What follows belongs to an exercise in optimizing a design on an open flow for small area and a short achievable clock period; a production flow would make more cautious choices.
Only simulation tests tie the RTL to the original design; equivalence was not proved.
Power figures rest on the tool's default switching activity, not on a simulated workload.

run 1:
Design bpu_predictor, start of the top module:
module bpu_predictor #(
   parameter int INDEX_BITS = 6,
   parameter int TAG_BITS   = 8
) (
   input  logic        clk,
   input  logic        reset,
   input  logic [31:0] pc_in,
   output logic        pred_taken,
   output logic [31:0] pred_imm,
   output logic        pred_hit,
   output logic        ready,
   input  logic        upd_valid,
   input  logic [31:0] upd_pc,
   input  logic        upd_taken,
   input  logic [31:0] upd_imm
);
make LEC_CHECK=0 CAP_MARGIN=20 CORE_MARGIN=2 CORE_UTILIZATION=72 CTS_BUF_LIST='sky130_fd_sc_hd__clkbuf_8 sky130_fd_sc_hd__clkbuf_16' CTS_CLUSTER_DIAMETER=60 CTS_CLUSTER_SIZE=30 SETUP_SLACK_MARGIN=2.5 SLEW_MARGIN=20 SYNTH_HIERARCHICAL=1 finish   # period 8.0 ns
run.sh (not shown) runs the stock make flow with config.mk's settings and CLKGATE_MAP_FILE= SYNTH_SCRIPT=/design/flow/synth_recipe.tcl, a recipe that flattens the netlist after the stock synthesis.
Run 1 | status: complete | timing, DRC, antenna: pass
## Diff of input files: run 2 against run 1
Settings: swapping 72 for 60 in CORE_UTILIZATION.
[summary]
The run showing the smaller post-layout worst setup margin is run 1. Relative to run 1, clock network fraction of total power increased by 2.0 points in run 2. Run 2 has fraction of area in registers below what run 1 had. NOTE floorplan die area run 1->run 2 increased by more than 10%. After detailed routing, run 1 needs less wire than run 2. Power dissipated by switching net loads on run 2 is up relative to run 1. Comparing run 1 and run 2, the lower number of cells on the critical path is on run 1. On static leakage, run 2 does worse than run 1. Run 1 ended up with fewer cell instances than run 2 did.
Edits applied to the flow inputs when going from run 2 to run 3:
Settings: CORE_UTILIZATION now 65, was 60.
[summary]
- Min insertion delay of the later-clocked pin in the worst-skew pair across run 2 and run 3: run 3
- Per the comparison of run 3 with run 2, number of buffers inserted to repair setup after CTS decreased about 23%, internal portion of total power saw a decrease.
- Delta (run 3 minus run 2): share of total power in the clock network shows a reduction of 1.1 points; maximum frequency from static timing analysis shows no meaningful change; clock-pin slew of the registers on the worst-case setup and hold paths shows an increase of 0.02 ns; instance area at placement shows no meaningful change.
- Slowest cell on the critical path = sky130_fd_sc_hd__nor2_4: run 3; slowest cell on the critical path = sky130_fd_sc_hd__dlygate4sd2_1: run 2

========
job 101:
The RTL this note starts from:
==> flow/design.v <==
module bpu_predictor #(
   parameter int INDEX_BITS = 6,
   parameter int TAG_BITS   = 8
) (
   input  logic        clk,
   input  logic        reset,
   input  logic [31:0] pc_in,
   output logic        pred_taken,
   output logic [31:0] pred_imm,
   output logic        pred_hit,
   output logic        ready,
   input  logic        upd_valid,
   input  logic [31:0] upd_pc,
   input  logic        upd_taken,
   input  logic [31:0] upd_imm
);
   localparam int ENTRIES = 1 << INDEX_BITS;
   localparam int TAG_MSB = INDEX_BITS + TAG_BITS - 1;
   logic                  ready_q;
   logic [INDEX_BITS-1:0] sweep_cnt;
   logic [ENTRIES-1:0]               tbl_valid;
   logic [ENTRIES-1:0][TAG_BITS-1:0] tbl_tag;
   logic [ENTRIES-1:0][1:0]          tbl_ctr;
   logic [ENTRIES-1:0][31:0]         tbl_imm;
   logic [INDEX_BITS-1:0] lk_idx;
   logic [TAG_BITS-1:0]   lk_tag;
   logic [INDEX_BITS-1:0] upd_idx;
   logic [TAG_BITS-1:0]   upd_tag;
   logic                  upd_hit;
   logic                  upd_act;
   logic [1:0]            upd_ctr;
   logic [1:0]            new_ctr;
   logic [ENTRIES-1:0]    row_hit;
   logic [ENTRIES-1:0]    row_tk;
   logic [ENTRIES-1:0]    upd_sel;
   logic unused_pc_bits;
   assign unused_pc_bits = ^{pc_in[31:TAG_MSB+1], upd_pc[31:TAG_MSB+1]};
   always_ff @(posedge clk) begin
      if (reset) begin
         ready_q   <= 1'b0;
         sweep_cnt <= '0;
      end else if (!ready_q) begin
         sweep_cnt <= sweep_cnt + INDEX_BITS'(1);
         if (sweep_cnt == '1) ready_q <= 1'b1;
      end
   end
   assign ready = ready_q;
   assign upd_idx = upd_pc[INDEX_BITS-1:0];
   assign upd_tag = upd_pc[TAG_MSB:INDEX_BITS];
   assign upd_ctr = tbl_ctr[upd_idx];
   assign upd_hit = tbl_valid[upd_idx] && (tbl_tag[upd_idx] == upd_tag);
   assign upd_act = ready_q && !reset && upd_valid;
   always_comb begin
      if (upd_hit) begin
         if (upd_taken) new_ctr = (upd_ctr == 2'b11) ? 2'b11 : upd_ctr + 2'd1;
         else           new_ctr = (upd_ctr == 2'b00) ? 2'b00 : upd_ctr - 2'd1;
      end else begin
         new_ctr = upd_taken ? 2'b10 : upd_ctr;
      end
   end
   assign lk_idx = pc_in[INDEX_BITS-1:0];
   assign lk_tag = pc_in[TAG_MSB:INDEX_BITS];
   for (genvar r = 0; r < ENTRIES; r++) begin : g_row
      assign upd_sel[r] = (upd_idx == INDEX_BITS'(r));
      always_ff @(posedge clk) begin
         if (reset) tbl_valid[r] <= 1'b0;
         else if (upd_act && upd_taken && upd_sel[r]) tbl_valid[r] <= 1'b1;
      end
      always_ff @(posedge clk) begin
         if (upd_act && upd_taken && upd_sel[r]) begin
            tbl_tag[r] <= upd_tag;
            tbl_imm[r] <= upd_imm;
         end
         if (upd_act && upd_sel[r]) tbl_ctr[r] <= new_ctr;
      end
      assign row_hit[r] = ready_q && (lk_idx == INDEX_BITS'(r)) && tbl_valid[r] && (tbl_tag[r] == lk_tag);
      assign row_tk[r]  = row_hit[r] && tbl_ctr[r][1];
   end
   assign pred_hit   = |row_hit;
   assign pred_taken = |row_tk;
   always_comb begin
      pred_imm = '0;
      for (int r = 0; r < ENTRIES; r++) pred_imm = pred_imm | (tbl_imm[r] & {32{row_tk[r]}});
   end
endmodule
make LEC_CHECK=0 CAP_MARGIN=20 CORE_MARGIN=2 CORE_UTILIZATION=40 SETUP_SLACK_MARGIN=2.5 SLEW_MARGIN=20 finish   # period 8.0 ns
diff inputs: job 101 => job 102
diff --git a/flow/config.mk b/flow/config.mk
--- a/flow/config.mk
+++ b/flow/config.mk
@@ -9,3 +9,6 @@
 export CORE_MARGIN = 2
-export CORE_UTILIZATION = 40
+export CORE_UTILIZATION = 55
+export CTS_BUF_LIST = sky130_fd_sc_hd__clkbuf_8 sky130_fd_sc_hd__clkbuf_16
+export CTS_CLUSTER_DIAMETER = 60
+export CTS_CLUSTER_SIZE = 30
 export SETUP_SLACK_MARGIN = 2.5
Findings:
Relative slew slack: lower on job 101. Compared with job 101, job 102 shows a detailed-route wire length on metal 1 that is 4.0% lower. Capture point of the worst path: pred_imm[29] -> job 102, pred_imm[24] -> job 101. [compare] base=job 101 new=job 102: critical path depth saw an increase; first-pass GRT wire length saw little to no change; slew of the pin with the lowest slew margin saw a decrease.

[what the ideal ports hide]
No port has a modelled driver above. Below, the same layouts with a new extraction and two added sets of constraints.
Step 1 (the two cells are an assumption about what drives the block):
set clk [get_ports {clk}]
set_driving_cell -lib_cell sky130_fd_sc_hd__clkbuf_16 $clk
set_driving_cell -lib_cell sky130_fd_sc_hd__buf_2 [delete_from_list [all_inputs] $clk]
Step 2 times the ports against the registers' clock, not the clock port: input delays grow and output delays shrink by t, the midpoint of the rising clock arrivals with the driver on.
Slacks: ideal / step 1 / step 2; pairs: ideal / step 1.
run	t (ns)	setup WS [ns]	hold WS [ns]	latest minus earliest clock arrival (ns)
run 1	0.923	2.277 / 2.148 / 1.521	0.481 / 0.481 / 0.481	0.057 / 0.057
run 2	0.962	2.374 / 2.003 / 1.517	0.479 / 0.479 / 0.479	0.050 / 0.050
run 3	0.920	2.358 / 2.193 / 1.592	0.481 / 0.481 / 0.481	0.065 / 0.065
job 101	1.042	1.585 / 1.507 / 1.454	0.504 / 0.504 / 0.504	0.145 / 0.145
job 102	0.983	1.754 / 1.515 / 1.515	0.503 / 0.503 / 0.503	0.070 / 0.070
After both steps setup and hold are still met in every run listed. For run 2, which loses most, drivers alone change the setup slack by -0.371 ns; drivers and shift together by -0.857 ns.
